Background: an optimization exercise with open tools, aiming at small area and a short achievable clock period. Do not read the settings as production practice. Only simulation tests tie the RTL to the original design; equivalence was not proved. Power figures rest on the tool's default switching activity, not on a simulated workload.

<file path="flow/config.mk">
export PLATFORM = sky130hd
export DESIGN_NAME = rv_exec_top
export DESIGN_NICKNAME = rv_exec_top
export VERILOG_FILES = /design/flow/design.v
export SDC_FILE = /design/flow/constraint.sdc
export NUM_CORES = 4
export LEC_CHECK = 0
export ABC_AREA = 1
export CAP_MARGIN = 20
export CORE_MARGIN = 2
export CORE_UTILIZATION = 40
export SETUP_SLACK_MARGIN = 2.2
export SLEW_MARGIN = 20
</file>
<file path="flow/constraint.sdc">
create_clock -name core_clock -period 5.0 [get_ports {clk}]
set_input_delay 1.0000 -clock core_clock [delete_from_list [all_inputs] [get_ports {clk}]]
set_output_delay 1.0000 -clock core_clock [all_outputs]
set_load 0.01 [all_outputs]
</file>
<file path="flow/flow/run.sh">
#!/bin/bash
# The standard layout, with plain buffers on the ports instead of the
# delay cells buffer_ports picks by default.
set -euo pipefail
export BUFFER_PORTS_ARGS="-buffer_cell sky130_fd_sc_hd__buf_1"
bash standard.sh > flow_make.log 2>&1
</file>
<file path="flow/design.v">
`default_nettype none
package rv_exec_pkg;
    typedef logic [31:0] word_t;
    typedef logic [4:0]  reg_idx_t;
    typedef logic [2:0]  funct3_t;
    localparam int lo_w = 8;
endpackage
`default_nettype wire
`default_nettype none
module rv_add #(
    parameter int W = 32
) (
    input  logic [W-1:0] a,
    input  logic [W-1:0] b,
    input  logic         cin,
    output logic [W:0]   s
);
    assign s = {1'b0, a} + {1'b0, b} + {{W{1'b0}}, cin};
endmodule
`default_nettype wire
`default_nettype none
module rv_decode (
    input  logic                  clk,
    input  logic                  resetb,
    input  logic                  in_valid,
    input  rv_exec_pkg::word_t    in_insn,
    input  rv_exec_pkg::word_t    in_pc,
    input  rv_exec_pkg::word_t    in_rs1_data,
    input  rv_exec_pkg::word_t    in_rs2_data,
    output logic                  d_valid,
    output rv_exec_pkg::word_t    d_op1,       
    output logic [31:rv_exec_pkg::lo_w] d_op2_hi,  
    output logic                  d_cy,        
    output logic [29:0]           d_pc,        
    output logic                  d_sel_sum,   
    output logic                  d_sel_sh,    
    output logic                  d_sh_r,      
    output logic                  d_sh_a,      
    output logic                  d_k_and,     
    output logic                  d_k_xor,     
    output logic                  d_sel_lt,    
    output logic                  d_sel_link,  
    output logic                  d_uns,       
    output rv_exec_pkg::reg_idx_t d_rd,
    output logic                  d_rd_we,     
    output logic                  d_ill,       
    output logic                  d_take       
);
    localparam int L = rv_exec_pkg::lo_w;
    logic [6:0] opc;
    logic [2:0] f3;
    logic       is_op, is_opi, is_lui, is_auipc, is_jal, is_jalr, is_br, is_alu;
    logic       f7_ok, br_f3_ok, legal, jal_mis, jalr_mis;
    logic       eq, ltu, lts, cond;
    logic       sub, shift_op, logic_op, sum_op, k_and, k_xor;
    rv_exec_pkg::word_t imm_i, imm_u, imm_j, imm_b, adda, addb, addb_x, op1;
    logic [31:L] op2_hi;
    logic [L:0]  lo_s;
    assign opc = in_insn[6:0];
    assign f3  = in_insn[14:12];
    assign is_op    = (opc == 7'b0110011);
    assign is_opi   = (opc == 7'b0010011);
    assign is_lui   = (opc == 7'b0110111);
    assign is_auipc = (opc == 7'b0010111);
    assign is_jal   = (opc == 7'b1101111);
    assign is_jalr  = (opc == 7'b1100111);
    assign is_br    = (opc == 7'b1100011);
    assign is_alu   = is_op || is_opi;
    assign f7_ok    = (in_insn[31:25] == 7'h00) || (in_insn[31:25] == 7'h20);
    assign br_f3_ok = (f3[2:1] != 2'b01);
    assign jal_mis  = in_insn[21];
    assign jalr_mis = in_rs1_data[1] ^ in_insn[21] ^ (in_rs1_data[0] & in_insn[20]);
    assign eq   = (in_rs1_data == in_rs2_data);
    assign ltu  = (in_rs1_data < in_rs2_data);
    assign lts  = (in_rs1_data[31] != in_rs2_data[31]) ? in_rs1_data[31] : ltu;
    assign cond = f3[0] ^ (f3[2] ? (f3[1] ? ltu : lts) : eq);
    assign legal = (is_op && f7_ok) || is_opi || is_lui || is_auipc ||
                   (is_jal && !jal_mis) || (is_jalr && !jalr_mis) ||
                   (is_br && br_f3_ok && !(cond && in_insn[8]));
    assign imm_i = {{20{in_insn[31]}}, in_insn[31:20]};
    assign imm_u = {in_insn[31:12], 12'h0};
    assign imm_j = {{12{in_insn[31]}}, in_insn[19:12], in_insn[20], in_insn[30:21], 1'b0};
    assign imm_b = {{20{in_insn[31]}}, in_insn[7], in_insn[30:25], in_insn[11:8], 1'b0};
    always_comb begin
        if (in_insn[6]) adda = (in_insn[2] && !in_insn[3]) ? in_rs1_data : in_pc;
        else            adda = (in_insn[2] && !in_insn[5]) ? in_pc : in_rs1_data;
        if (in_insn[4] && in_insn[2] && in_insn[5]) adda = '0;
        if (in_insn[3])                     addb = imm_j;
        else if (in_insn[4] && in_insn[2])  addb = imm_u;
        else if (in_insn[6] && !in_insn[2]) addb = imm_b;
        else if (in_insn[5] && !in_insn[2]) addb = in_rs2_data;
        else                                addb = imm_i;
    end
    assign sub = !in_insn[6] && !in_insn[2] && !f3[2] && (f3[1] || (in_insn[5] && in_insn[30]));
    assign addb_x = addb ^ {32{sub}};
    rv_add #(.W(L)) i_lo_add (.a(adda[L-1:0]), .b(addb_x[L-1:0]), .cin(sub), .s(lo_s));
    assign k_and = f3[1];
    assign k_xor = !(f3[1] && f3[0]);
    assign shift_op = !in_insn[6] && !in_insn[2] && (f3[1:0] == 2'b01);
    assign logic_op = !in_insn[6] && !in_insn[2] && f3[2] && (f3[1:0] != 2'b01);
    assign sum_op   = !in_insn[6] && (in_insn[2] || f3 == 3'd0);
    always_comb begin
        op1 = adda;
        if (logic_op)
            op1[L-1:0] = ({L{k_and}} & adda[L-1:0] & addb_x[L-1:0]) |
                         ({L{k_xor}} & (adda[L-1:0] ^ addb_x[L-1:0]));
        else if (!shift_op)
            op1[L-1:0] = lo_s[L-1:0];
        op2_hi = addb_x[31:L];
        if (shift_op) op2_hi[L+4:L] = addb[4:0];
    end
    always_ff @(posedge clk or negedge resetb) begin
        if (!resetb) d_valid <= 1'b0;
        else         d_valid <= in_valid;
    end
    always_ff @(posedge clk) begin
        d_op1      <= op1;
        d_op2_hi   <= op2_hi;
        d_cy       <= lo_s[L];
        d_pc       <= in_pc[31:2];
        d_sel_sum  <= sum_op;
        d_sel_sh   <= shift_op;
        d_sh_r     <= f3[2];
        d_sh_a     <= in_insn[30];
        d_k_and    <= logic_op && k_and;
        d_k_xor    <= logic_op && k_xor;
        d_sel_lt   <= is_alu && f3[2:1] == 2'b01;
        d_sel_link <= in_insn[6] && in_insn[2];
        d_uns      <= f3[0];
        d_rd       <= in_insn[11:7];
        d_rd_we    <= legal && !is_br && (in_insn[11:7] != 5'd0);
        d_ill      <= !legal;
        d_take     <= (is_jal && !jal_mis) || (is_jalr && !jalr_mis) ||
                      (is_br && br_f3_ok && cond && !in_insn[8]);
    end
endmodule
`default_nettype wire
`default_nettype none
module rv_alu (
    input  logic                  d_sel_sum,
    input  logic                  d_sel_sh,
    input  logic                  d_sh_r,
    input  logic                  d_sh_a,
    input  logic                  d_k_and,
    input  logic                  d_k_xor,
    input  logic                  d_sel_lt,
    input  logic                  d_sel_link,
    input  logic                  d_uns,
    input  rv_exec_pkg::word_t    d_op1,
    input  logic [31:rv_exec_pkg::lo_w] d_op2_hi,
    input  logic                  d_cy,
    input  logic [29:0]           pc4,
    output rv_exec_pkg::word_t    sum,          
    output rv_exec_pkg::word_t    alu_result
);
    localparam int L = rv_exec_pkg::lo_w;
    logic [32-L:0]  hi_s;
    logic [31:L]    a_hi;
    logic           lt;
    logic [4:0]     shamt;
    logic [32:0]    sr_in;
    rv_exec_pkg::word_t rev_in, sr_out, rev_out, sh_res;
    assign a_hi = d_op1[31:L];
    rv_add #(.W(32 - L)) i_hi_add (.a(a_hi), .b(d_op2_hi), .cin(d_cy), .s(hi_s));
    assign shamt = d_op2_hi[L+4:L];
    always_comb begin
        for (int i = 0; i < 32; i++) rev_in[i] = d_op1[31 - i];
    end
    assign sr_in  = d_sh_r ? {d_sh_a & d_op1[31], d_op1} : {1'b0, rev_in};
    assign sr_out = rv_exec_pkg::word_t'($signed(sr_in) >>> shamt);
    always_comb begin
        for (int i = 0; i < 32; i++) rev_out[i] = sr_out[31 - i];
    end
    assign sh_res = d_sh_r ? sr_out : rev_out;
    assign sum = {hi_s[31-L:0], d_op1[L-1:0]};
    assign lt  = (!d_uns && (a_hi[31] == d_op2_hi[31])) ? a_hi[31] : !hi_s[32-L];
    always_comb begin
        if (d_sel_lt)        alu_result = {31'h0, lt};
        else if (d_sel_link) alu_result = {pc4, 2'b00};
        else if (d_sel_sh)   alu_result = sh_res;
        else begin
            alu_result[L-1:0]  = d_op1[L-1:0];
            alu_result[31:L]   = ({(32 - L){d_sel_sum}} & hi_s[31-L:0]) |
                                 ({(32 - L){d_k_and}} & a_hi & d_op2_hi) |
                                 ({(32 - L){d_k_xor}} & (a_hi ^ d_op2_hi));
        end
    end
endmodule
`default_nettype wire
`default_nettype none
module rv_branch (
    input  logic [29:0]        d_pc,
    input  rv_exec_pkg::word_t sum,
    input  logic               d_take,
    output logic [29:0]        pc4,
    output logic [29:0]        next_pc      
);
    assign pc4     = d_pc + 30'd1;
    assign next_pc = d_take ? sum[31:2] : pc4;
endmodule
`default_nettype wire
`default_nettype none
module rv_retire (
    input  logic                    clk,
    input  logic                    resetb,
    input  logic                    d_valid,
    input  rv_exec_pkg::reg_idx_t   d_rd,
    input  logic                    d_rd_we,
    input  logic                    d_ill,
    input  rv_exec_pkg::word_t      result,
    input  logic [29:0]             next_pc,
    output logic                    out_valid,
    output rv_exec_pkg::reg_idx_t   out_rd,
    output logic                    out_rd_we,
    output rv_exec_pkg::word_t      out_result,
    output rv_exec_pkg::word_t      out_next_pc,
    output logic                    out_illegal
);
    logic [29:0] npc_q;
    always_ff @(posedge clk or negedge resetb) begin
        if (!resetb) out_valid <= 1'b0;
        else         out_valid <= d_valid;
    end
    always_ff @(posedge clk) begin
        out_rd      <= d_rd;
        out_rd_we   <= d_rd_we;
        out_result  <= result;
        npc_q       <= next_pc;
        out_illegal <= d_ill;
    end
    assign out_next_pc = {npc_q, 2'b00};
endmodule
`default_nettype wire
`default_nettype none
module rv_exec_top (
    input  logic                  clk,
    input  logic                  resetb,
    input  logic                  in_valid,
    input  rv_exec_pkg::word_t    in_insn,
    input  rv_exec_pkg::word_t    in_pc,
    input  rv_exec_pkg::word_t    in_rs1_data,
    input  rv_exec_pkg::word_t    in_rs2_data,
    output logic                  out_valid,
    output rv_exec_pkg::reg_idx_t out_rd,
    output logic                  out_rd_we,
    output rv_exec_pkg::word_t    out_result,
    output rv_exec_pkg::word_t    out_next_pc,
    output logic                  out_illegal
);
    logic                  d_valid;
    rv_exec_pkg::word_t    d_op1;
    logic [31:rv_exec_pkg::lo_w] d_op2_hi;
    logic                  d_cy;
    logic [29:0]           d_pc;
    logic                  d_sel_sum, d_sel_sh, d_sh_r, d_sh_a, d_k_and, d_k_xor;
    logic                  d_sel_lt, d_sel_link, d_uns;
    rv_exec_pkg::reg_idx_t d_rd;
    logic                  d_rd_we, d_ill, d_take;
    rv_exec_pkg::word_t    sum, alu_result;
    logic [29:0]           pc4, next_pc;
    rv_decode i_decode (
        .clk, .resetb, .in_valid, .in_insn, .in_pc, .in_rs1_data, .in_rs2_data,
        .d_valid, .d_op1, .d_op2_hi, .d_cy, .d_pc, .d_sel_sum, .d_sel_sh, .d_sh_r, .d_sh_a,
        .d_k_and, .d_k_xor, .d_sel_lt, .d_sel_link, .d_uns, .d_rd, .d_rd_we, .d_ill, .d_take
    );
    rv_alu i_alu (
        .d_sel_sum, .d_sel_sh, .d_sh_r, .d_sh_a, .d_k_and, .d_k_xor, .d_sel_lt, .d_sel_link,
        .d_uns, .d_op1, .d_op2_hi, .d_cy, .pc4, .sum, .alu_result
    );
    rv_branch i_branch (
        .d_pc, .sum, .d_take, .pc4, .next_pc
    );
    rv_retire i_retire (
        .clk, .resetb, .d_valid, .d_rd, .d_rd_we, .d_ill, .result(alu_result), .next_pc,
        .out_valid, .out_rd, .out_rd_we, .out_result, .out_next_pc, .out_illegal
    );
endmodule
`default_nettype wire
</file>
<file path="flow/standard.sh">
#!/bin/bash
# synth_recipe.tcl (not shown) runs the flow's synth.tcl, then flattens the netlist and writes it again
# the make line also repeats each setting of config.mk as NAME=value (left out here)
make -C /OpenROAD-flow-scripts/flow DESIGN_CONFIG=/design/flow/config.mk WORK_HOME=/design/flow/orfs CLKGATE_MAP_FILE= SYNTH_SCRIPT=/design/flow/synth_recipe.tcl "${@:-finish}"
</file>
==> metrics.yaml, run 1 <==
route:
  initialDrtViolationCount: 1684
  via_count: 16177
  wirelength_um: 61040
  via_per_inst: 5.672
  wl_met1_um: 24810
  wl_per_cell_um: 21.40
  drtPass1Iterations: 9
  wl_met3_um: 4341
  ant_nets: 0
  route.detailed.drc: 0
  top_layer_used: "met4"
  wl_met2_um: 27720
global_route:
  grt_max_degree: 64
  grt_pass1_wl_um: 90850
  gr-usage-all-layers: 0.3385
  antenna_found_initial: 1
  overflow: 0
  grt_pass1_vias: 15158
final_layout:
  multi_input_area_um2: 8944
  n_antenna_cell: 0
  fin_nets: 2589
  seq_area_um2: 3523
  nFillCells: 3640
  final_layout_size_suffix_gt1_frac: 0.07072
  area_growth_pct: 15.28
synthesis:
  synth.largest_area_cell: "dfxtp_1"
  ys_warn_count: 3
  yosys-top-cells-area: "dfxtp_1, nand3_1, nand2_1"
  synth.avg_cell_area_um2: 6.160
  netlist_instances: 2222
  ys_ff_latch: 175
  ys.flop_type: "dfxtp_1"
  synth_edf_count: 0
  ys_types: 52
  yosysSeqAreaShare: 0.2567
  yosysTopAreaCellShare: 0.2530
  async_flop_share: 0.01143
  syn_area_um2: 13690
placement:
  gp_congestion: 1.027
  dpl.hpwl_um: 49990
  port_buffers: 200
pwr:
  power.density_nw_per_um2: 326.0
  power_mw: 5.143
  peakVddDrop_mv: 0.2662
  p_leak_nw: 7.441
setup_path:
  required_ns: 5.32
  crit_path_start_kind: "input pin"
  crit_fanout: 6
  worstSetupPathType: "input pin to flip-flop"
  cp.arrival_ns: 3.33
  critPathCaptureType: "flip-flop"
job:
  maxCapViolCount: 0
timing:
  drv_slew: 0
  tightestPinTransition_ns: 1.152
  clock-skew-final_ns: 0.01940
  setup_viol: 0
  fin_crit_sh: 0.6021
  fin_tns_setup_ns: 0
  max_freq_mhz: 332.2
  finalHoldViolCount: 0
  maxSlewHeadroom: 0.2310
  finalCriticalPeriod_ns: 3.010
  rsz0062_at_grt: "yes"
cts:
  cts_buffers: 17
  cts.sinks: 175
  clockRootBuffer: "clkbuf_16"
  path_clk_slew_ns: 0.07
  worstSkewPairLatency_ns: 0.45
  clk_path_buf_depth: 2
  cts-htree-levels: 4
  cts_tree: "yes"
outcome:
  run_status: "no timing/DRC/antenna violations"
floorplanning:
  ios: 203
  die_h_um: 189.0
  dieWidth_um: 189.0
  die_area_um2: 35710
  core_area_um2: 33620
  start_util: 0.4072
  num_rows: 67
worst_hold_path:
  hp-class: "input pin to asynchronous set/reset pin"
## report_power, final
group / switching [mW] / total (mW) / internal [mW]
Sequential: 0.224 / 1.78 / 1.56
Clock: 0.655 / 1.33 / 0.676
Combinational: 1.37 / 2.03 / 0.660
Total: 2.25 / 5.14 / 2.90
## through the flow
stage | utilization | cells | hold slack (ns) | worst slack, ns | cell area, µm²
2_1_floorplan | - | 2223 | 0.3096 | 1.751 | 13730
3_3_place_gp | 0.4379 | 2785 | 0.3112 | 1.124 | 14720
3_5_place_dp | 0.4379 | 2785 | 0.3143 | 1.088 | 14720
4_1_cts | 0.4635 | 2836 | 0.3160 | 2.041 | 15580
5_1_grt | 0.4694 | 2852 | 0.3212 | 1.856 | 15780
6_report | 0.4694 | 2852 | 0.3287 | 1.990 | 15780
## metal layers
metal	vias to the layer above	global-route usage
met3	147	0.03800
met2	820	0.5578
li1	7782	-
met5	-	0
met4	0	0.2043
met1	7428	0.4252
## cell families (layout without fill, tap and decap cells)
logic type | Yosys count | in the layout | share of synthesized area
xor+xnor | 61 | 61 | 0.03903
flops | 175 | 175 | 0.2567
simple gates | 1228 | 1228 | 0.3970
buf+inv | 341 | 522 | 0.09946
fa+ha+maj | 67 | 67 | 0.06289
compound gates | 349 | 349 | 0.1446
other cells | 1 | 2 | 0.0002740
## synthesized netlist by cell type, types with 10 or more instances
| master | count |
|---|---|
| ha_1 | 64 |
| o221ai_1 | 13 |
| inv_1 | 215 |
| o21ai_1 | 11 |
| buf_2 | 24 |
| xor2_1 | 54 |
| o21ai_0 | 96 |
| nand3_1 | 456 |
| inv_2 | 10 |
| clkbuf_1 | 51 |
| nor3_1 | 19 |
| nand2_1 | 600 |
| dfxtp_1 | 173 |
| o211ai_1 | 37 |
| nand4_1 | 20 |
| nor2_1 | 86 |
| a21oi_1 | 158 |
| buf_1 | 24 |
## final cells by class
type | instances | area share
clock inverter | 14 | 0.01031
inverter | 232 | 0.05749
multi-input combinational | 1707 | 0.5668
sequential | 175 | 0.2233
timing repair buffer | 257 | 0.07890
clock buffer | 18 | 0.02720
tap | 448 | 0.03552
timing repair inverter | 1 | 0.0004758
## state kept, by name, indices dropped and copies added (netlist names), 5 cells and up
| register | flops |
|---|---|
| i_decode.d_op1 | 32 |
| i_decode.d_pc | 30 |
| i_retire.out_result | 32 |
| i_decode.d_rd | 5 |
| i_decode.d_op2_hi | 24 |
| i_retire.npc_q | 30 |
| i_retire.out_rd | 5 |
## layout by cell type (no fill, tap or decap), types with 37 or more instances in the layout
cell type,n
nand3_1,453
xor2_1,53
o211ai_1,37
ha_1,63
nand2_1,598
nor2_1,83
o21ai_0,93
inv_1,211
dfxtp_1,169
a21oi_1,153
buf_4,52
buf_1,195
## timing repair
action,in CTS,in global routing
pin swaps,13,11
setup endpoints to repair,39,40
buffers inserted,18,15
hold buffers,0,0
gates resized for setup,41,18
gates cloned,1,0
## final timing paths
| check | from | to | slack, ns | depth (start not counted) |
|---|---|---|---|---|
| worst max-delay path | in_insn[2] | i_decode.d_op1[6] | 1.99 | 19 |
| worst min-delay path | resetb | i_decode.d_valid | 0.33 | 1 |
| worst max register to register | i_decode.d_op1[8] | i_retire.out_result[22] | 2.27 | 13 |
| worst min register to register | i_decode.d_rd[2] | i_retire.out_rd[2] | 0.33 | 0 |
| max in group asynchronous | resetb | i_retire.out_valid | 4.55 | 1 |
| min in group core_clock | i_decode.d_rd[2] | i_retire.out_rd[2] | 0.33 | 0 |
## worst max-delay path: stages
cell and delay (ns):
buf_8 0.11, buf_12 0.14, nor2_4 0.15, inv_2 0.08
o211ai_1 0.19, o21ai_2 0.12, xor2_1 0.23, inv_1 0.09
fa_2 0.36, inv_2 0.06, a21oi_2 0.04, o21bai_1 0.18
nand2_1 0.07, nand2_1 0.09, a21oi_2 0.07, xor2_1 0.14
nand2_1 0.06, o211ai_1 0.08, nand2_1 0.08
==> run 2: changes to the inputs <==
--- a/flow/design.v
+++ b/flow/design.v
@@ -4,5 +4,5 @@
     typedef logic [4:0]  reg_idx_t;
     typedef logic [2:0]  funct3_t;
-    localparam int lo_w = 8;
+    localparam int lo_w = 12;
 endpackage
 `default_nettype wire
==> run 2 against run 1 <==
Effect of this change:
- clock power is essentially flat
- combinational power rose by 2%
- setup slack got worse by 0.058 ns
- critical path type unchanged
- largest cell class unchanged
- highest routed layer unchanged
==> metrics.yaml, run 2 <==
floorplanning:
  start_util: 0.4024  # was 0.4072
  core_area_um2: 33280  # was 33620 µm²
  ios: 203  # unchanged
  dieWidth_um: 187.0  # was 189.0 µm
  die_h_um: 187.0  # was 189.0 µm
  die_area_um2: 34960  # was 35710 µm²
  num_rows: 67  # unchanged
synthesis:
  yosys-top-cells-area: "dfxtp_1, nand3_1, nand2_1"  # unchanged
  netlist_instances: 2168  # was 2222
  syn_area_um2: 13390  # was 13690 µm²
  synth.largest_area_cell: "dfxtp_1"  # unchanged
  ys.flop_type: "dfxtp_1"  # unchanged
  synth.avg_cell_area_um2: 6.178  # was 6.160 µm²
  ys_types: 52  # unchanged
  synth.most_common_cell: "nand2_1"  # unchanged
  yosysTopAreaCellShare: 0.2526  # was 0.2530
  ys_ff_latch: 171  # was 175
  yosysSeqAreaShare: 0.2564  # was 0.2567
  async_flop_share: 0.01170  # was 0.01143
  synthTopCellsByCount: "nand2_1, nand3_1, inv_1"  # unchanged
  synth_edf_count: 0  # unchanged
  ys_warn_count: 3  # unchanged
cts:
  cts_hold_buffers: 0  # unchanged
  path_clk_slew_ns: 0.07  # about the same
  worstSkewPairLatency_ns: 0.45  # about the same
  cts_tree: "yes"  # unchanged
  clockRootBuffer: "clkbuf_16"  # unchanged
  clk_path_buf_depth: 2  # unchanged
  cts.sinks: 171  # was 175
  cts-htree-levels: 4  # unchanged
  cts_buffers: 17  # unchanged
final_layout:
  mostFrequentLayoutCells: "nand2_1, nand3_1, buf_1, inv_1, dfxtp_1"  # was nand2_1, nand3_1, inv_1, buf_1, dfxtp_1
  area_growth_pct: 19.71  # was 15.28%
  final_layout_size_suffix_gt1_frac: 0.09712  # was 0.07072
  final_area_um2: 16030  # was 15780 µm²
  fin_nets: 2543  # was 2589
  final_common_cell: "nand2_1"  # unchanged
  n_antenna_cell: 0  # unchanged
  fin_util: 0.4817  # was 0.4694
  largestRegisters: "i_decode.d_op1: 32 flops, i_retire.out_result: 32 flops"  # unchanged
  fin_cells: 2806  # was 2852
global_route:
  grt_util_met3: 0.05103  # was 0.03800
  overflow: 0  # unchanged
  grt_busiest_layer: "met2"  # unchanged
  grt_pass1_wl_um: 88710  # was 90850 µm
  grt_max_degree: 46  # was 64
  antenna_found_initial: 0  # was 1
  met2_usage: 0.5227  # was 0.5578
  gr-usage-all-layers: 0.3353  # was 0.3385
  use_met1: 0.4375  # was 0.4252
  grt_pass1_vias: 14729  # was 15158
timing:
  clock-skew-final_ns: 0.01529  # was 0.01940 ns
  tightestPinTransition_ns: 1.055  # was 1.152 ns
  fin_tns_setup_ns: 0  # unchanged
  maxSlewHeadroom: 0.2939  # was 0.2310
  max_freq_mhz: 325.9  # was 332.2 MHz
  finalHoldViolCount: 0  # unchanged
  drv_slew: 0  # unchanged
  setup_viol: 0  # unchanged
  finalCriticalPeriod_ns: 3.068  # was 3.010 ns
  fin_crit_sh: 0.6136  # was 0.6021
  rsz0062_at_grt: "yes"  # unchanged
pwr:
  peakVddDrop_mv: 0.2637  # was 0.2662 mV
  internal_power_mw: 2.976  # was 2.897 mW
  p_leak_nw: 7.344  # was 7.441 nW
  p_clk_frac: 0.261  # was 0.259
  switching_share: 0.4259  # was 0.4368
  p_seq_frac: 0.337  # was 0.347
  combPwrFrac: 0.401  # was 0.394
  power.density_nw_per_um2: 323.3  # was 326.0 nW/µm²
  p_switching_mw: 2.208  # was 2.246 mW
route:
  drtPass1Iterations: 6  # was 9
  via_count: 16172  # was 16177
  route.detailed.drc: 0  # unchanged
  wl_per_cell_um: 21.54  # was 21.40 µm
  ant_nets: 0  # unchanged
  wirelength_um: 60440  # was 61040 µm
  via_per_inst: 5.763  # was 5.672
  initialDrtViolationCount: 1601  # was 1684
setup_path:
  slowest_delay_ns: 0.40  # was 0.36 ns
  required_ns: 5.33  # was 5.32 ns
  crit_slowest_cell: "fa_2"  # unchanged
  cp.arrival_ns: 3.39  # was 3.33 ns
  crit_path_start_kind: "input pin"  # unchanged
  worstSetupPathType: "input pin to flip-flop"  # unchanged
  crit_fanout: 4  # was 6
  crit_chain: "buf_2 > inv_1 > a21oi_2 > o21ai_1 > nand3_1 > o211ai_1 > xor2_1 > fa_2 > nand2_2 > inv_2 > o21ai_4 > nand2_2 > a21oi_4 > buf_4 > xnor2_2 > o21ai_1 > nand3_1"  # was buf_8 > buf_12 > nor2_4 > inv_2 > o211ai_1 > o21ai_2 > xor2_1 > inv_1 > fa_2 > inv_2 > a21oi_2 > o21bai_1 > nand2_1 > nand2_1 > a21oi_2 > xor2_1 > nand2_1 > o211ai_1 > nand2_1
  critPathCaptureType: "flip-flop"  # unchanged
placement:
  gp_congestion: 0.9991  # was 1.027
  placed_area_um2: 14580  # was 14720 µm²
  port_buffers: 200  # unchanged
  dpl.hpwl_um: 46900  # was 49990 µm
  place_inst: 2727  # was 2785
job:
  maxCapViolCount: 0  # unchanged
worst_hold_path:
  hp-class: "input pin to asynchronous set/reset pin"  # unchanged
outcome:
  run_status: "no timing/DRC/antenna violations"  # unchanged
-- run 2: cell types whose count changed after synthesis, moves of 6 or more --
cell and delta:
nand2_1 -39, inv_1 -27, inv_2 +9, nand3_1 -9, nor2_1 +9, a21oi_1 +8
o211ai_1 -8, a31oi_1 +7, clkbuf_1 +7, a22oi_1 +6
-- run 2: routing by layer --
layer / wire length, µm / part of all wire
met1: 25410 / 0.42
met2: 26320 / 0.44
met3: 4640 / 0.077
met4: 4063 / 0.067
met5: 0 / 0
-- run 2: per-stage QoR --
step | power [mW] | hold WS (ns) | worst slack [ns]
finish | 5.183 | 0.3225 | 1.932
global route | 5.472 | 0.3150 | 1.855
CTS | 5.089 | 0.3079 | 2.056
detailed placement | 3.630 | 0.3139 | 0.6248
global placement | 3.627 | 0.3107 | 0.7543
floorplan | 2.980 | 0.3096 | 2.009
-- run 2: power by group through the flow --
stage                     Sequential (mW)  Combinational (mW)  Clock (mW)
after floorplan                      1.68                1.30           0
after global placement               1.76                1.86           0
after detailed placement             1.77                1.86           0
after CTS                            1.74                1.98        1.38
after global routing                 1.75                2.28        1.44
final                                1.75                2.08        1.36
-- run 2: path summary, 6_finish.rpt --
check                                 startpoint                 end  slack, ns  cells after the start
max in group asynchronous                 resetb    i_decode.d_valid       4.56                      1
setup reg to reg           i_decode.d_op2_hi[15]  i_retire.npc_q[19]       2.28                     11
hold / removal                            resetb  i_retire.out_valid       0.32                      1
min in group core_clock         i_decode.d_rd[0]  i_retire.out_rd[0]       0.33                      0
setup / recovery                     in_insn[21]   i_decode.d_op1[8]       1.93                     17
hold reg to reg                 i_decode.d_rd[0]  i_retire.out_rd[0]       0.33                      0
-- run 2: timing repair --
| action | 4_1_cts | 5_1_grt |
|---|---|---|
| setup buffers | 35 | 7 |
| endpoints found under the setup margin | 35 | 28 |
| resized for setup | 78 | 42 |
| pin swaps | 39 | 24 |
| cloned | 4 | 1 |
-- run 2: cells by family (layout without fill, tap and decap cells) --
logic type	count (synthesis)	after routing	share of synthesized area
other	1	2	0.0002800
adders and majority gates	67	67	0.06428
and+or+nand+nor	1178	1180	0.3897
buffers and inverters	324	511	0.09436
xor gates and xnor gates	62	62	0.04111
DFF	171	171	0.2564
AOI/OAI and AO/OA	365	365	0.1540
-- run 2: worst max-delay path, delay by kind of cell --
kind	cells	cell delay, ns
adders and majority gates	1	0.40
buffers and inverters	4	0.47
and+or+nand+nor	4	0.36
xor gates and xnor gates	2	0.29
AOI/OAI and AO/OA	6	0.87
-- run 2: area by class of cell --
cell class	count	area, µm²
inverters	210	847.1
fillers	3607	17250
repair buffers	268	1428
multi-input cells	1676	9160
repair inverters	1	5.005
clock buffers	19	442.9
well taps	448	560.5
flip-flops and latches	171	3440
clock inverters	13	150.1
==> run 3: changes to the inputs <==
--- a/flow/design.v
+++ b/flow/design.v
@@ -4,5 +4,5 @@
     typedef logic [4:0]  reg_idx_t;
     typedef logic [2:0]  funct3_t;
-    localparam int lo_w = 12;
+    localparam int lo_w = 4;
 endpackage
 `default_nettype wire
--- a/flow/config.mk
+++ b/flow/config.mk
@@ -10,4 +10,4 @@
 export CORE_MARGIN = 2
 export CORE_UTILIZATION = 40
-export SETUP_SLACK_MARGIN = 2.2
+export SETUP_SLACK_MARGIN = 2.5
 export SLEW_MARGIN = 20
==> run 3 against run 2 <==
Effect of this change:
- clock skew is 0.0077 ns higher
- final cell count is 4.6% higher
- power is 2.7% higher
- largest power group unchanged
==> metrics.yaml, run 3 <==
final_layout:
  fin_cells: 2934  # was 2806
  largestRegisters: "i_decode.d_op1: 32 flops, i_retire.out_result: 32 flops"  # unchanged
  final_layout_size_suffix_gt1_frac: 0.09359  # was 0.09712
  mostFrequentLayoutCells: "nand2_1, nand3_1, inv_1, buf_1, dfxtp_1"  # was nand2_1, nand3_1, buf_1, inv_1, dfxtp_1
  fin_nets: 2664  # was 2543
  final_common_cell: "nand2_1"  # unchanged
  n_antenna_cell: 0  # unchanged
  nFillCells: 3655  # was 3607
  area_growth_pct: 18.77  # was 19.71%
global_route:
  grt_pass1_vias: 15576  # was 14729
  overflow: 0  # unchanged
  grt_max_degree: 58  # was 46
  gr-usage-all-layers: 0.3523  # was 0.3353
  antenna_found_initial: 2  # was 0
  grt_pass1_wl_um: 94360  # was 88710 µm
cts:
  cts_hold_buffers: 0  # unchanged
  cts-htree-levels: 4  # unchanged
  cts.sinks: 179  # was 171
  clk_path_buf_depth: 2  # unchanged
  cts_tree: "yes"  # unchanged
  path_clk_slew_ns: 0.09  # was 0.07 ns
  worstSkewPairLatency_ns: 0.46  # was 0.45 ns
  clockRootBuffer: "clkbuf_16"  # unchanged
  cts_buffers: 17  # unchanged
synthesis:
  yosysSeqAreaShare: 0.2571  # was 0.2564
  ys_ff_latch: 179  # was 171
  async_flop_share: 0.01117  # was 0.01170
  ys.flop_type: "dfxtp_1"  # unchanged
  synth.most_common_cell: "nand2_1"  # unchanged
  synth.largest_area_cell: "dfxtp_1"  # unchanged
  ys_warn_count: 3  # unchanged
  syn_area_um2: 13980  # was 13390 µm²
  netlist_instances: 2304  # was 2168
  synthTopCellsByCount: "nand2_1, nand3_1, inv_1"  # unchanged
  ys_types: 46  # was 52
  synth.avg_cell_area_um2: 6.066  # was 6.178 µm²
  yosysTopAreaCellShare: 0.2535  # was 0.2526
  synth_edf_count: 0  # unchanged
  yosys-top-cells-area: "dfxtp_1, nand3_1, nand2_1"  # unchanged
timing:
  max_freq_mhz: 403.9  # was 325.9 MHz
  finalCriticalPeriod_ns: 2.476  # was 3.068 ns
  fin_crit_sh: 0.4952  # was 0.6136
  setup_viol: 0  # unchanged
  clock-skew-final_ns: 0.02296  # was 0.01529 ns
  whs_ns: 0.3019  # was 0.3225 ns
  fin_tns_setup_ns: 0  # unchanged
  finalHoldViolCount: 0  # unchanged
  drv_slew: 0  # unchanged
  tightestPinTransition_ns: 0.9252  # was 1.055 ns
  rsz0062_at_grt: "yes"  # unchanged
  maxSlewHeadroom: 0.3825  # was 0.2939
pwr:
  peakVddDrop_mv: 0.2592  # was 0.2637 mV
  power.density_nw_per_um2: 320.6  # was 323.3 nW/µm²
  p_leak_nw: 7.742  # was 7.344 nW
floorplanning:
  ios: 203  # unchanged
  num_rows: 68  # was 67
  dieWidth_um: 190.9  # was 187.0 µm
  start_util: 0.4056  # was 0.4024
  die_area_um2: 36450  # was 34960 µm²
  die_h_um: 190.9  # was 187.0 µm
  core_area_um2: 34460  # was 33280 µm²
route:
  via_count: 16699  # was 16172
  via_per_inst: 5.692  # was 5.763
  ant_nets: 0  # unchanged
  route.detailed.drc: 0  # unchanged
  wl_per_cell_um: 22.25  # was 21.54 µm
  wirelength_um: 65300  # was 60440 µm
  initialDrtViolationCount: 1783  # was 1601
  drtPass1Iterations: 6  # unchanged
placement:
  port_buffers: 200  # unchanged
  gp_congestion: 0.9735  # was 0.9991
  place_inst: 2869  # was 2727
  dpl.hpwl_um: 52670  # was 46900 µm
job:
  maxCapViolCount: 0  # unchanged
setup_path:
  crit_fanout: 6  # was 4
  crit_top_cell: "o21ai_1"
  crit_chain: "buf_6 > buf_8 > nand2_8 > inv_8 > a21oi_2 > o21ai_1 > o211ai_1 > nand2_2 > xor2_4 > inv_2 > fa_2 > nor3_2 > a21oi_1 > o21ai_1"  # was buf_2 > inv_1 > a21oi_2 > o21ai_1 > nand3_1 > o211ai_1 > xor2_1 > fa_2 > nand2_2 > inv_2 > o21ai_4 > nand2_2 > a21oi_4 > buf_4 > xnor2_2 > o21ai_1 > nand3_1
  slowest_delay_ns: 0.52  # was 0.40 ns
  crit_path_start_kind: "input pin"  # unchanged
  cp.arrival_ns: 2.82  # was 3.39 ns
  worstSetupPathType: "input pin to flip-flop"  # unchanged
  crit_slowest_cell: "fa_2"  # unchanged
  reg2regPathDepth: 11  # unchanged
  required_ns: 5.35  # was 5.33 ns
  critPathCaptureType: "flip-flop"  # unchanged
worst_hold_path:
  hp-class: "input pin to asynchronous set/reset pin"  # unchanged
outcome:
  run_status: "no timing/DRC/antenna violations"  # unchanged
-- run 3: changes by cell type after synthesis, moves of 10 or more --
cell	previous run	this run
a21oi_1	166	154
a31oi_1	16	6
inv_1	188	243
inv_2	19	5
nand2_1	561	618
nand3_1	447	477
nor3_1	16	29
o21ai_0	96	114
-- run 3: kinds of logic (layout without fill, tap and decap cells) --
family	after synthesis	after routing	synth area share
buf+inv	370	544	0.1032
flops	179	179	0.2571
fa+ha+maj	67	67	0.06159
compound gates	344	344	0.1357
simple gates	1282	1282	0.4038
other cells	1	2	0.0002683
xor+xnor	61	61	0.03823
-- run 3: layout make-up --
type / count / area [µm²] / area share
Multi-Input combinational cell: 1756 / 9383 / 0.5652
Sequential cell: 179 / 3631 / 0.2187
Timing Repair Buffer: 254 / 1323 / 0.07967
Inverter: 255 / 1033 / 0.06226
Tap cell: 455 / 569.3 / 0.03430
Clock buffer: 17 / 425.4 / 0.02563
Clock inverter: 15 / 215.2 / 0.01296
Timing Repair inverter: 3 / 20.02 / 0.001206
-- run 3: repair_timing --
item | in CTS | in global routing
setup endpoints to repair | 75 | 45
cloned | 3 | 2
pin swaps | 6 | 20
resized for setup | 68 | 95
buffers inserted | 13 | 15
-- run 3: power by group --
group,switching [mW],total [mW],internal [mW],leakage [nW]
clock,0.714,1.41,0.698,0.308
combinational,1.43,2.12,0.696,5.92
sequential,0.201,1.79,1.58,1.52
-- run 3: layer usage --
metal | global-route usage | vias up | share of wire
li1 | - | 7999 | -
met1 | 0.4392 | 7691 | 0.40
met2 | 0.5785 | 855 | 0.46
met3 | 0.04167 | 154 | 0.070
met4 | 0.2200 | 0 | 0.068
met5 | 0 | - | 0
-- run 3: worst paths after layout --
| check | startpoint | end | slack, ns |
|---|---|---|---|
| setup reg to reg | i_decode.d_op1[25] | i_retire.out_result[26] | 2.54 |
| min in group core_clock | i_decode.d_rd[0] | i_retire.out_rd[0] | 0.33 |
| hold / removal | resetb | i_decode.d_valid | 0.30 |
| setup / recovery | in_insn[6] | i_decode.d_op1[1] | 2.52 |
| hold reg to reg | i_decode.d_rd[0] | i_retire.out_rd[0] | 0.33 |
| max in group asynchronous | resetb | i_retire.out_valid | 4.57 |
-- run 3: worst max-delay path: cells and delay by family --
kind	cells	cell delay (ns)
adders and majority gates	1	0.52
AOI/OAI and AO/OA	5	0.50
buffers and inverters	4	0.31
and+or+nand+nor	3	0.26
xor gates and xnor gates	1	0.22
-- run 3: metrics by stage --
stage               cell area, µm²  power, mW    util  setup slack, ns
detailed placement           15090      3.726  0.4379            1.334
finish                       16600      5.322  0.4817            2.524
global route                 16600      5.605  0.4817            2.412
CTS                          16060      5.185  0.4660            2.439
global placement             15090      3.717  0.4379            1.316
floorplan                    14090      2.995       -            2.277
==> run 4: changes to the inputs <==
--- a/flow/design.v
+++ b/flow/design.v
@@ -196,5 +196,17 @@
     output logic [29:0]        next_pc      
 );
-    assign pc4     = d_pc + 30'd1;
+    logic [29:0] below;
+    logic [5:0]  blk_ones;
+    logic [6:0]  blk_in;
+    always_comb begin
+        for (int k = 0; k < 6; k++) blk_ones[k] = &d_pc[5 * k +: 5];
+        blk_in[0] = 1'b1;
+        for (int k = 0; k < 6; k++) blk_in[k + 1] = blk_in[k] & blk_ones[k];
+        for (int k = 0; k < 6; k++) begin
+            below[5 * k] = blk_in[k];
+            for (int j = 1; j < 5; j++) below[5 * k + j] = below[5 * k + j - 1] & d_pc[5 * k + j - 1];
+        end
+    end
+    assign pc4     = d_pc ^ below;
     assign next_pc = d_take ? sum[31:2] : pc4;
 endmodule
==> run 4 against run 3 <==
Effect of this change:
- final cell count shrank 2.6%
- via count decreased by 1.4%
- clock power shrank 9%
- register-to-register slack is essentially flat
- synthesized cell count decreased by 3.8%
- clock skew down 0.012 ns
- still clean on timing, DRC and antenna
- routed wire length shrank 5.4%
- power is 3.9% lower
==> metrics.yaml, run 4 <==
outcome:
  run_status: "no timing/DRC/antenna violations"  # unchanged
worst_hold_path:
  hp-class: "input pin to asynchronous set/reset pin"  # unchanged
route:
  drtPass1Iterations: 7  # was 6
  wl_per_cell_um: 21.60  # was 22.25 µm
  route.detailed.drc: 0  # unchanged
  initialDrtViolationCount: 1922  # was 1783
  via_per_inst: 5.761  # was 5.692
  ant_nets: 0  # unchanged
  via_count: 16470  # was 16699
  wirelength_um: 61760  # was 65300 µm
final_layout:
  mostFrequentLayoutCells: "nand2_1, nand3_1, inv_1, buf_1, a21oi_1"  # was nand2_1, nand3_1, inv_1, buf_1, dfxtp_1
  nFillCells: 3553  # was 3655
  fin_cells: 2859  # was 2934
  n_antenna_cell: 0  # unchanged
  final_common_cell: "nand2_1"  # unchanged
  area_growth_pct: 21.45  # was 18.77%
  fin_util: 0.4936  # was 0.4817
  fin_nets: 2618  # was 2664
  final_layout_size_suffix_gt1_frac: 0.1054  # was 0.09359
  largestRegisters: "i_decode.d_op1: 32 flops, i_retire.out_result: 32 flops"  # unchanged
global_route:
  gr-usage-all-layers: 0.3349  # was 0.3523
  antenna_found_initial: 0  # was 2
  grt_pass1_vias: 14751  # was 15576
  grt_max_degree: 58  # unchanged
  overflow: 0  # unchanged
  grt_pass1_wl_um: 89600  # was 94360 µm
synthesis:
  netlist_instances: 2216  # was 2304
  yosysSeqAreaShare: 0.2637  # was 0.2571
  syn_area_um2: 13630  # was 13980 µm²
  synthTopCellsByCount: "nand2_1, nand3_1, inv_1"  # unchanged
  synth.most_common_cell: "nand2_1"  # unchanged
  synthSimpleGateAreaFrac: 0.3821  # was 0.4038
  ys_ff_latch: 179  # unchanged
  synth.largest_area_cell: "dfxtp_1"  # unchanged
  async_flop_share: 0.01117  # unchanged
  synth.avg_cell_area_um2: 6.150  # was 6.066 µm²
  synth_edf_count: 0  # unchanged
  ys.flop_type: "dfxtp_1"  # unchanged
  yosysTopAreaCellShare: 0.2600  # was 0.2535
  synth_fa_ha_area_frac: 0.08336  # was 0.06159
  synth-compound-area-share: 0.1419  # was 0.1357
  ys_types: 43  # was 46
  yosys-top-cells-area: "dfxtp_1, nand3_1, nand2_1"  # unchanged
  ys_warn_count: 4  # was 3
  synth_xor_area_frac: 0.02883  # was 0.03823
  synth.area.mux_share: 0  # unchanged
  synth_top_family_by_area: "simple AND/OR/NAND/NOR gates"  # unchanged
pwr:
  p_clk_frac: 0.250  # was 0.265
  internal_power_mw: 2.946  # was 2.978 mW
  power.density_nw_per_um2: 309.1  # was 320.6 nW/µm²
  p_leak_nw: 7.880  # was 7.742 nW
  peakVddDrop_mv: 0.2536  # was 0.2592 mV
  p_seq_frac: 0.348  # was 0.335
  combPwrFrac: 0.402  # was 0.399
  switching_share: 0.4241  # was 0.4404
  power_mw: 5.116  # was 5.322 mW
  p_switching_mw: 2.170  # was 2.344 mW
floorplanning:
  start_util: 0.4064  # was 0.4056
  die_h_um: 188.6  # was 190.9 µm
  ios: 203  # unchanged
  die_area_um2: 35560  # was 36450 µm²
  dieWidth_um: 188.6  # was 190.9 µm
  num_rows: 67  # was 68
  core_area_um2: 33530  # was 34460 µm²
setup_path:
  reg2regPathDepth: 16  # was 11
  crit_path_start_kind: "input pin"  # unchanged
  cp.arrival_ns: 2.81  # was 2.82 ns
  critPathCaptureType: "flip-flop"  # unchanged
  r2r-end: "i_retire.out_result[26]"  # unchanged
  crit_family: "buffers and inverters"  # was adder cells
  crit_slowest_cell: "fa_2"  # unchanged
  crit_buf_inv: 4  # unchanged
  required_ns: 5.34  # was 5.35 ns
  worstSetupPathType: "input pin to flip-flop"  # unchanged
  slowest_delay_ns: 0.37  # was 0.52 ns
  r2r-start: "i_decode.d_pc[0]"  # was i_decode.d_op1[25]
  path_depth: 12  # was 14
  crit_chain: "buf_4 > inv_8 > nand2_8 > buf_12 > o21ai_4 > nand3_2 > a21oi_4 > inv_1 > fa_2 > xnor2_1 > a32oi_1 > nand2_1"  # was buf_6 > buf_8 > nand2_8 > inv_8 > a21oi_2 > o21ai_1 > o211ai_1 > nand2_2 > xor2_4 > inv_2 > fa_2 > nor3_2 > a21oi_1 > o21ai_1
  crit_fanout: 16  # was 6
  r2r_slack_ns: 2.55  # was 2.54 ns
cts:
  clk_path_buf_depth: 2  # unchanged
  path_clk_slew_ns: 0.07  # was 0.09 ns
  cts.sinks: 179  # unchanged
  worstSkewPairLatency_ns: 0.45  # was 0.46 ns
  cts-htree-levels: 4  # unchanged
  clockRootBuffer: "clkbuf_16"  # unchanged
  cts_tree: "yes"  # unchanged
  cts_hold_buffers: 0  # unchanged
  cts_buffers: 17  # unchanged
timing:
  maxSlewHeadroom: 0.3398  # was 0.3825
  whs_ns: 0.3209  # was 0.3019 ns
  clock-skew-final_ns: 0.01051  # was 0.02296 ns
  finalHoldViolCount: 0  # unchanged
  setup_viol: 0  # unchanged
  finalCriticalPeriod_ns: 2.470  # was 2.476 ns
  fin_crit_sh: 0.4940  # was 0.4952
  rsz0062_at_grt: "yes"  # unchanged
  drv_slew: 0  # unchanged
  max_freq_mhz: 404.9  # was 403.9 MHz
  tightestPinTransition_ns: 0.9892  # was 0.9252 ns
  fin_tns_setup_ns: 0  # unchanged
placement:
  port_buffers: 200  # unchanged
  place_inst: 2773  # was 2869
  gp_congestion: 0.9950  # was 0.9735
  dpl.hpwl_um: 47230  # was 52670 µm
job:
  maxCapViolCount: 0  # unchanged
==> run 4: cell type report <==
cell class / count / area (µm²) / area share
Clock inverter: 14 / 120.1 / 0.007257
Sequential cell: 179 / 3641 / 0.2200
Multi-Input combinational cell: 1683 / 9276 / 0.5605
Timing Repair Buffer: 272 / 1533 / 0.09261
Tap cell: 448 / 560.5 / 0.03387
Inverter: 242 / 965.9 / 0.05836
Timing Repair inverter: 3 / 25.02 / 0.001512
Clock buffer: 18 / 429.2 / 0.02593
==> run 4: how the worst max path moves through the flow <==
| stage | from | endpoint | slack [ns] |
|---|---|---|---|
| after floorplan | in_insn[6] | i_decode.d_op1[1] | 2.33 |
| after detailed placement | in_insn[6] | i_decode.d_op2_hi[4] | 1.40 |
| after global routing | i_decode.d_pc[1] | i_retire.out_result[26] | 2.41 |
| after global placement | in_insn[6] | i_decode.d_op1[1] | 1.44 |
| final | in_insn[3] | i_decode.d_op1[2] | 2.53 |
| after CTS | i_decode.d_op1[17] | i_retire.out_result[31] | 2.41 |
==> run 4: cell families after synthesis <==
kind of cell | count (synthesis)
flip-flops | 179
adder cells (fa/ha/maj) | 89
XOR/XNOR | 44
AND/OR/NAND/NOR | 1195
buffers and inverters | 355
other | 1
AO/OA/AOI/OAI | 353
==> run 4: per-stage QoR <==
step	instance area [µm²]	worst slack (ns)
after floorplan	13710	2.334
after global placement	14710	1.440
after detailed placement	14710	1.404
after CTS	15670	2.413
after global routing	16550	2.410
final	16550	2.530
==> run 4: timing repair <==
| action | 4_1_cts | 5_1_grt |
|---|---|---|
| pin swaps | 11 | 40 |
| gates resized for setup | 70 | 136 |
| endpoints found under the setup margin | 58 | 50 |
| cloned | 4 | 3 |
| buffers inserted | 16 | 31 |
==> run 4: power by group through the flow <==
| stage | clock [mW] | combinational [mW] | sequential (mW) |
|---|---|---|---|
| 2_1_floorplan | 0 | 1.25 | 1.71 |
| 6_report | 1.28 | 2.06 | 1.78 |
| 4_1_cts | 1.30 | 1.87 | 1.76 |
| 5_1_grt | 1.35 | 2.26 | 1.78 |
| 3_5_place_dp | 0 | 1.82 | 1.79 |
| 3_3_place_gp | 0 | 1.82 | 1.78 |
==> run 4: layer usage <==
metal / vias to the layer above / share of wire / track usage
li1: 7762 / - / -
met1: 7584 / 0.42 / 0.4578
met2: 977 / 0.43 / 0.5173
met3: 147 / 0.094 / 0.04638
met4: 0 / 0.056 / 0.1653
met5: - / 0 / 0
==> run 5: changes to the inputs <==
--- a/flow/config.mk
+++ b/flow/config.mk
@@ -10,4 +10,4 @@
 export CORE_MARGIN = 2
 export CORE_UTILIZATION = 40
-export SETUP_SLACK_MARGIN = 2.5
+export SETUP_SLACK_MARGIN = 2.8
 export SLEW_MARGIN = 20
==> run 5 against run 4 <==
Effect of this change:
- still clean
- clock power rose by 4%
- synthesized cell count did not move
- die area did not move
- critical path type is now flip-flop to flip-flop
==> metrics.yaml, run 5 <==
cts:
  cts_hold_buffers: 0  # unchanged
  path_clk_slew_ns: 0.08  # was 0.07 ns
  cts.sinks: 179  # unchanged
  clockRootBuffer: "clkbuf_16"  # unchanged
  cts-htree-levels: 4  # unchanged
  clk_path_buf_depth: 2  # unchanged
  worstSkewPairLatency_ns: 0.46  # was 0.45 ns
  cts_tree: "yes"  # unchanged
  cts_buffers: 17  # unchanged
synthesis:
  synth.largest_area_cell: "dfxtp_1"  # unchanged
  netlist_instances: 2216  # unchanged
  synth_fa_ha_area_frac: 0.08336  # unchanged
  synthSimpleGateAreaFrac: 0.3821  # unchanged
  syn_area_um2: 13630  # unchanged
  synth_top_family_by_area: "simple AND/OR/NAND/NOR gates"  # unchanged
  yosys-top-cells-area: "dfxtp_1, nand3_1, nand2_1"  # unchanged
  yosysSeqAreaShare: 0.2637  # unchanged
  synth_xor_area_frac: 0.02883  # unchanged
  synthTopCellsByCount: "nand2_1, nand3_1, inv_1"  # unchanged
  async_flop_share: 0.01117  # unchanged
  ys_warn_count: 4  # unchanged
  ys.flop_type: "dfxtp_1"  # unchanged
  synth-compound-area-share: 0.1419  # unchanged
  synth.most_common_cell: "nand2_1"  # unchanged
  ys_ff_latch: 179  # unchanged
  synth.area.mux_share: 0  # unchanged
  synth_edf_count: 0  # unchanged
  synth.avg_cell_area_um2: 6.150  # unchanged
  ys_types: 43  # unchanged
  yosysTopAreaCellShare: 0.2600  # unchanged
global_route:
  overflow: 0  # unchanged
  gr-usage-all-layers: 0.3543  # was 0.3349
  grt_pass1_vias: 15361  # was 14751
  grt_pass1_wl_um: 94320  # was 89600 µm
  grt_max_degree: 64  # was 58
  antenna_found_initial: 0  # unchanged
setup_path:
  crit_buf_inv: 5  # was 4
  cp.arrival_ns: 2.78  # was 2.81 ns
  slowest_delay_ns: 0.37  # about the same
  critPathCaptureType: "flip-flop"  # unchanged
  crit_slowest_cell: "dfxtp_2"  # was fa_2
  worstSetupPathType: "flip-flop to flip-flop"  # was input pin to flip-flop
  crit_path_start_kind: "flip-flop"  # was input pin
  crit_family: "adder cells"  # was buffers and inverters
  crit_chain: "ha_4 > nand2_4 > nor4_4 > nand3b_1 > inv_2 > nand2_4 > buf_6 > inv_4 > ha_4 > ha_4 > ha_4 > ha_4 > xor2_4 > o21ai_1 > inv_1 > nand2_1 > inv_1"  # was buf_4 > inv_8 > nand2_8 > buf_12 > o21ai_4 > nand3_2 > a21oi_4 > inv_1 > fa_2 > xnor2_1 > a32oi_1 > nand2_1
  crit_top_cell: "ha_4"
  required_ns: 5.40  # was 5.34 ns
  crit_fanout: 2  # was 16
floorplanning:
  ios: 203  # unchanged
  dieWidth_um: 188.6  # unchanged
  start_util: 0.4064  # unchanged
  die_area_um2: 35560  # unchanged
  core_area_um2: 33530  # unchanged
  die_h_um: 188.6  # unchanged
  num_rows: 67  # unchanged
pwr:
  p_seq_frac: 0.325  # was 0.348
  combPwrFrac: 0.434  # was 0.402
  p_clk_frac: 0.241  # was 0.250
  internal_power_mw: 3.162  # was 2.946 mW
  p_leak_nw: 8.432  # was 7.880 nW
  p_switching_mw: 2.366  # was 2.170 mW
  peakVddDrop_mv: 0.2793  # was 0.2536 mV
  switching_share: 0.4280  # was 0.4241
  power.density_nw_per_um2: 300.7  # was 309.1 nW/µm²
timing:
  fin_crit_sh: 0.4743  # was 0.4940
  clock-skew-final_ns: 0.009683  # was 0.01051 ns
  maxSlewHeadroom: 0.3533  # was 0.3398
  rsz0062_at_grt: "yes"  # unchanged
  drv_slew: 0  # unchanged
  fin_tns_setup_ns: 0  # unchanged
  tightestPinTransition_ns: 0.9690  # was 0.9892 ns
  finalHoldViolCount: 0  # unchanged
  setup_viol: 0  # unchanged
  max_freq_mhz: 421.7  # was 404.9 MHz
  whs_ns: 0.3084  # was 0.3209 ns
  finalCriticalPeriod_ns: 2.372  # was 2.470 ns
job:
  maxCapViolCount: 0  # unchanged
final_layout:
  final_area_um2: 18390  # was 16550 µm²
  mostFrequentLayoutCells: "nand2_1, nand3_1, inv_1, buf_1, dfxtp_1"  # was nand2_1, nand3_1, inv_1, buf_1, a21oi_1
  final_common_cell: "nand2_1"  # unchanged
  fin_nets: 2646  # was 2618
  final_layout_size_suffix_gt1_frac: 0.2321  # was 0.1054
  n_antenna_cell: 0  # unchanged
  largestRegisters: "i_decode.d_op1: 32 flops, i_retire.out_result: 32 flops"  # unchanged
  area_growth_pct: 34.92  # was 21.45%
route:
  ant_nets: 0  # unchanged
  via_per_inst: 5.761  # about the same
  via_count: 16633  # was 16470
  wirelength_um: 64560  # was 61760 µm
  drtPass1Iterations: 7  # unchanged
  initialDrtViolationCount: 1888  # was 1922
  route.detailed.drc: 0  # unchanged
  wl_per_cell_um: 22.36  # was 21.60 µm
placement:
  gp_congestion: 0.9996  # was 0.9950
  dpl.hpwl_um: 48290  # was 47230 µm
  port_buffers: 200  # unchanged
  placed_area_um2: 14790  # was 14710 µm²
worst_hold_path:
  hp-class: "input pin to asynchronous set/reset pin"  # unchanged
outcome:
  run_status: "no timing/DRC/antenna violations"  # unchanged
==> run 5: changes by cell type in the layout (fill, tap and decap cells not counted), moves of 30 or more <==
cell | previous run | this run
nand3_1 | 465 | 407
nand3_2 | 7 | 56
buf_1 | 190 | 154
nand2_2 | 6 | 42
ha_4 | 14 | 60
ha_1 | 67 | 25
a21oi_1 | 157 | 127
nand2_1 | 569 | 523
==> run 5: layout make-up <==
| type | instances | area, µm² |
|---|---|---|
| Clock inverter | 14 | 136.4 |
| Clock buffer | 18 | 439.2 |
| Tap cell | 448 | 560.5 |
| Fill cell | 3402 | 15150 |
| Timing Repair Buffer | 300 | 1931 |
| Multi-Input combinational cell | 1684 | 10600 |
| Sequential cell | 179 | 3702 |
| Inverter | 242 | 999.7 |
| Timing Repair inverter | 2 | 17.52 |
==> run 5: worst paths after layout <==
kind / cells after the start / to / slack (ns) / from
worst max-delay path: 17 / i_retire.out_result[26] / 2.63 / i_decode.d_pc[0]
worst min-delay path: 1 / i_decode.d_valid / 0.31 / resetb
worst max register to register: 17 / i_retire.out_result[26] / 2.63 / i_decode.d_pc[0]
worst min register to register: 0 / i_retire.out_rd[3] / 0.33 / i_decode.d_rd[3]
max in group asynchronous: 1 / i_retire.out_valid / 4.57 / resetb
min in group core_clock: 0 / i_retire.out_rd[3] / 0.33 / i_decode.d_rd[3]
==> run 5: stage by stage <==
stage	utilization	cells	total power [mW]	setup slack [ns]
after global placement	0.4411	2773	3.620	1.434
after global routing	0.5483	2887	5.815	2.528
final	0.5483	2887	5.528	2.628
after floorplan	-	2217	2.975	2.334
after CTS	0.5084	2860	5.229	2.616
after detailed placement	0.4411	2773	3.624	1.444
==> run 5: power groups by stage <==
stage | logic [mW] | registers, mW | clock network (mW)
2_1_floorplan | 1.26 | 1.71 | 0
3_3_place_gp | 1.83 | 1.79 | 0
3_5_place_dp | 1.83 | 1.79 | 0
4_1_cts | 2.10 | 1.78 | 1.35
5_1_grt | 2.61 | 1.80 | 1.41
6_report | 2.40 | 1.80 | 1.33
==> run 5: metal layers <==
layer	part of all wire	wire length, µm	vias up	GRT usage
li1	-	-	7834	-
met1	0.42	27260	7717	0.4762
met2	0.44	28280	939	0.5542
met3	0.089	5717	143	0.06538
met4	0.051	3295	0	0.1547
met5	0	0	-	0
==> run 5: cell families after synthesis <==
family                     after synthesis
buffers and inverters                  355
xor gates and xnor gates                44
other                                    1
and+or+nand+nor                       1195
adders and majority gates               89
DFF                                    179
AOI/OAI and AO/OA                      353
==> run 5: repair_timing <==
item | CTS | global route
pin swaps | 67 | 95
setup buffers | 50 | 23
cloned | 5 | 4
resized for setup | 301 | 284
endpoints found under the setup margin | 102 | 66
==> run 6: changes to the inputs <==
--- a/flow/config.mk
+++ b/flow/config.mk
@@ -10,4 +10,4 @@
 export CORE_MARGIN = 2
 export CORE_UTILIZATION = 40
-export SETUP_SLACK_MARGIN = 2.8
+export SETUP_SLACK_MARGIN = 3.0
 export SLEW_MARGIN = 20
==> run 6 against run 5 <==
Effect of this change:
- still clean
- routed wire length rose by 3.2%
- sequential power is essentially flat
- first-iteration DRC count is 4.7% lower
- sequential share of layout area is 1.8 points lower
- clock skew up 0.0015 ns
- utilization rose by 5.8 points
- sequential cell count is the same
- non-clock buffer count increased by 45
- setup slack got worse by 0.043 ns
- critical path depth down 5
- die area unchanged
==> metrics.yaml, run 6 <==
synthesis:
  yosysTopAreaCellShare: 0.2600  # unchanged
  async_flop_share: 0.01117  # unchanged
  synth.largest_area_cell: "dfxtp_1"  # unchanged
  synth.most_common_cell: "nand2_1"  # unchanged
  netlist_instances: 2216  # unchanged
  yosys-top-cells-area: "dfxtp_1, nand3_1, nand2_1"  # unchanged
  syn_area_um2: 13630  # unchanged
  synth_edf_count: 0  # unchanged
  ys_warn_count: 4  # unchanged
  synth.avg_cell_area_um2: 6.150  # unchanged
  ys_ff_latch: 179  # unchanged
  ys.flop_type: "dfxtp_1"  # unchanged
  yosysSeqAreaShare: 0.2637  # unchanged
  ys_types: 43  # unchanged
  synthTopCellsByCount: "nand2_1, nand3_1, inv_1"  # unchanged
floorplanning:
  die_area_um2: 35560  # unchanged
  ios: 203  # unchanged
  die_h_um: 188.6  # unchanged
  num_rows: 67  # unchanged
  core_area_um2: 33530  # unchanged
  start_util: 0.4064  # unchanged
  dieWidth_um: 188.6  # unchanged
outcome:
  run_status: "no timing/DRC/antenna violations"  # unchanged
global_route:
  gr-usage-all-layers: 0.3532  # was 0.3543
  grt_pass1_vias: 15617  # was 15361
  grt_pass1_wl_um: 94160  # was 94320 µm
  grt_max_degree: 39  # was 64
  overflow: 0  # unchanged
  antenna_found_initial: 0  # unchanged
route:
  via_per_inst: 5.823  # was 5.761
  initialDrtViolationCount: 1799  # was 1888
  wirelength_um: 66630  # was 64560 µm
  via_count: 17101  # was 16633
  wl_per_cell_um: 22.69  # was 22.36 µm
  drtPass1Iterations: 6  # was 7
  ant_nets: 0  # unchanged
  route.detailed.drc: 0  # unchanged
setup_path:
  crit_chain: "buf_4 > inv_2 > nor2_4 > buf_12 > clkinvlp_4 > nand3_4 > a21oi_2 > inv_1 > fa_2 > xnor2_1 > a32oi_1 > nand2_1"  # was ha_4 > nand2_4 > nor4_4 > nand3b_1 > inv_2 > nand2_4 > buf_6 > inv_4 > ha_4 > ha_4 > ha_4 > ha_4 > xor2_4 > o21ai_1 > inv_1 > nand2_1 > inv_1
  critPathCaptureType: "flip-flop"  # unchanged
  r2r-start: "i_decode.d_op2_hi[4]"  # was i_decode.d_pc[0]
  cp.arrival_ns: 2.76  # was 2.78 ns
  reg2regPathDepth: 15  # was 17
  r2r-end: "i_retire.out_result[24]"  # was i_retire.out_result[26]
  crit_slowest_cell: "fa_2"  # was dfxtp_2
  crit_path_start_kind: "input pin"  # was flip-flop
  worstSetupPathType: "input pin to flip-flop"  # was flip-flop to flip-flop
  crit_fanout: 15  # was 2
  required_ns: 5.35  # was 5.40 ns
  slowest_delay_ns: 0.38  # was 0.37 ns
  r2r_slack_ns: 2.60  # was 2.63 ns
timing:
  fin_tns_setup_ns: 0  # unchanged
  fin_crit_sh: 0.4830  # was 0.4743
  clock-skew-final_ns: 0.01117  # was 0.009683 ns
  finalCriticalPeriod_ns: 2.415  # was 2.372 ns
  whs_ns: 0.3148  # was 0.3084 ns
  max_freq_mhz: 414.1  # was 421.7 MHz
  finalHoldViolCount: 0  # unchanged
  tightestPinTransition_ns: 1.009  # was 0.9690 ns
  drv_slew: 0  # unchanged
  maxSlewHeadroom: 0.3269  # was 0.3533
  worst_slack_ns: 2.585  # was 2.628 ns
  setup_viol: 0  # unchanged
  rsz0062_at_grt: "yes"  # unchanged
cts:
  cts_buffers: 17  # unchanged
  path_clk_slew_ns: 0.07  # was 0.08 ns
  clk_path_buf_depth: 2  # unchanged
  cts.sinks: 179  # unchanged
  cts_tree: "yes"  # unchanged
  clockRootBuffer: "clkbuf_16"  # unchanged
  cts-htree-levels: 4  # unchanged
  cts_hold_buffers: 0  # unchanged
  worstSkewPairLatency_ns: 0.46  # about the same
final_layout:
  n_antenna_cell: 0  # unchanged
  fin_nets: 2696  # was 2646
  final_area_um2: 20310  # was 18390 µm²
  area_growth_pct: 49.06  # was 34.92%
  final_layout_size_suffix_gt1_frac: 0.3403  # was 0.2321
  mostFrequentLayoutCells: "nand2_1, nand3_1, inv_1, nand3_2, buf_1"  # was nand2_1, nand3_1, inv_1, buf_1, dfxtp_1
  fin_cells: 2937  # was 2887
  largestRegisters: "i_decode.d_op1: 32 flops, i_retire.out_result: 32 flops"  # unchanged
  final_common_cell: "nand2_1"  # unchanged
pwr:
  p_leak_nw: 9.107  # was 8.432 nW
  power.density_nw_per_um2: 290.8  # was 300.7 nW/µm²
  peakVddDrop_mv: 0.2471  # was 0.2793 mV
placement:
  port_buffers: 200  # unchanged
  place_inst: 2771  # was 2773
  dpl.hpwl_um: 47100  # was 48290 µm
  placed_area_um2: 14900  # was 14790 µm²
  place_ws_ns: 1.357  # was 1.444 ns
  gp_congestion: 0.9703  # was 0.9996
worst_hold_path:
  hp-class: "input pin to asynchronous set/reset pin"  # unchanged
job:
  maxCapViolCount: 0  # unchanged
==> run 6: routing by layer <==
metal  GRT usage  vias to the layer above  wire (µm)
met2      0.5625                     1002      29430
met5           0                        -          0
li1            -                     7936          -
met1      0.4532                     7960      26770
met4      0.1635                        0       3930
met3     0.08121                      203       6501
==> run 6: cell type report <==
cell class | instances | area, µm²
Sequential cell | 179 | 3726
Multi-Input combinational cell | 1683 | 11790
Timing Repair inverter | 8 | 60.06
Timing Repair Buffer | 345 | 2551
Fill cell | 3147 | 13220
Clock inverter | 15 | 161.4
Inverter | 242 | 1044
Clock buffer | 17 | 425.4
Tap cell | 448 | 560.5
==> run 6: how the worst max path moves through the flow <==
stage                          start                       to  slack, ns
finish                    in_insn[5]        i_decode.d_op1[2]       2.59
global route        i_decode.d_pc[0]  i_retire.out_result[31]       2.52
CTS                 i_decode.d_pc[0]  i_retire.out_result[31]       2.44
detailed placement        in_insn[6]        i_decode.d_op1[2]       1.36
global placement          in_insn[6]        i_decode.d_op1[1]       1.34
floorplan                 in_insn[6]        i_decode.d_op1[1]       2.34
==> run 6: critical path: cells and delay by family <==
kind | cells | cell delay [ns]
adders and majority gates | 1 | 0.38
buffers and inverters | 5 | 0.60
xor gates and xnor gates | 1 | 0.13
and+or+nand+nor | 3 | 0.26
AOI/OAI and AO/OA | 2 | 0.38
==> run 6: cell families after synthesis <==
family | share of synthesized area
other | 0.0002752
XOR/XNOR | 0.02883
buffers and inverters | 0.09980
AND/OR/NAND/NOR | 0.3821
AO/OA/AOI/OAI | 0.1419
flip-flops | 0.2637
adder cells (fa/ha/maj) | 0.08336
==> run 6: power breakdown <==
group	switching (mW)	internal [mW]
logic	1.69	1.08
clock network	0.669	0.668
registers	0.207	1.59
total	2.57	3.34
==> run 6: repair_timing <==
action	in CTS	in global routing
resized for setup	434	461
setup buffers	61	55
pin swaps	82	150
setup endpoints to repair	124	85
gates cloned	15	3
==> run 6: per-stage QoR <==
stage | utilization | power, mW
final | 0.6058 | 5.907
after detailed placement | 0.4442 | 3.627
after global routing | 0.6058 | 6.186
after floorplan | - | 2.993
after global placement | 0.4442 | 3.624
after CTS | 0.5372 | 5.394

[static timing again, ports no longer ideal]
In the flow no input, the clock included, has a driving cell. The finished layouts below were timed again as built, in two steps. Step 1: set_driving_cell puts a clkbuf_16 on clk and a buf_2 on each other input, an assumption about the parent block. Step 2 adds t to the input delays and takes it off the output delays; t is the mean of the earliest and latest rising clock arrival at the registers after step 1. Input paths then give back, and output paths get back, about the clock's delay inside the block. Three values: ideal, step 1, step 2; two values: the first two.
run	t, ns	slack for setup (ns)	hold WS [ns]	worst register clock-pin slew, ns
run 1	0.488	1.990 / 2.001 / 1.513	0.329 / 0.301 / 0.329	0.08 / 0.08
run 2	0.498	1.932 / 1.962 / 1.463	0.323 / 0.293 / 0.331	0.08 / 0.08
run 3	0.502	2.524 / 2.540 / 2.040	0.302 / 0.281 / 0.331	0.09 / 0.09
run 4	0.501	2.530 / 2.527 / 2.026	0.321 / 0.297 / 0.329	0.08 / 0.08
run 5	0.508	2.628 / 2.628 / 2.134	0.308 / 0.298 / 0.329	0.08 / 0.08
run 6	0.508	2.585 / 2.577 / 2.070	0.315 / 0.287 / 0.328	0.08 / 0.08
After both steps every run listed still meets setup and hold. The setup slack of run 6, which loses most, moves by -0.008 ns with the drivers and by -0.515 ns with both steps.
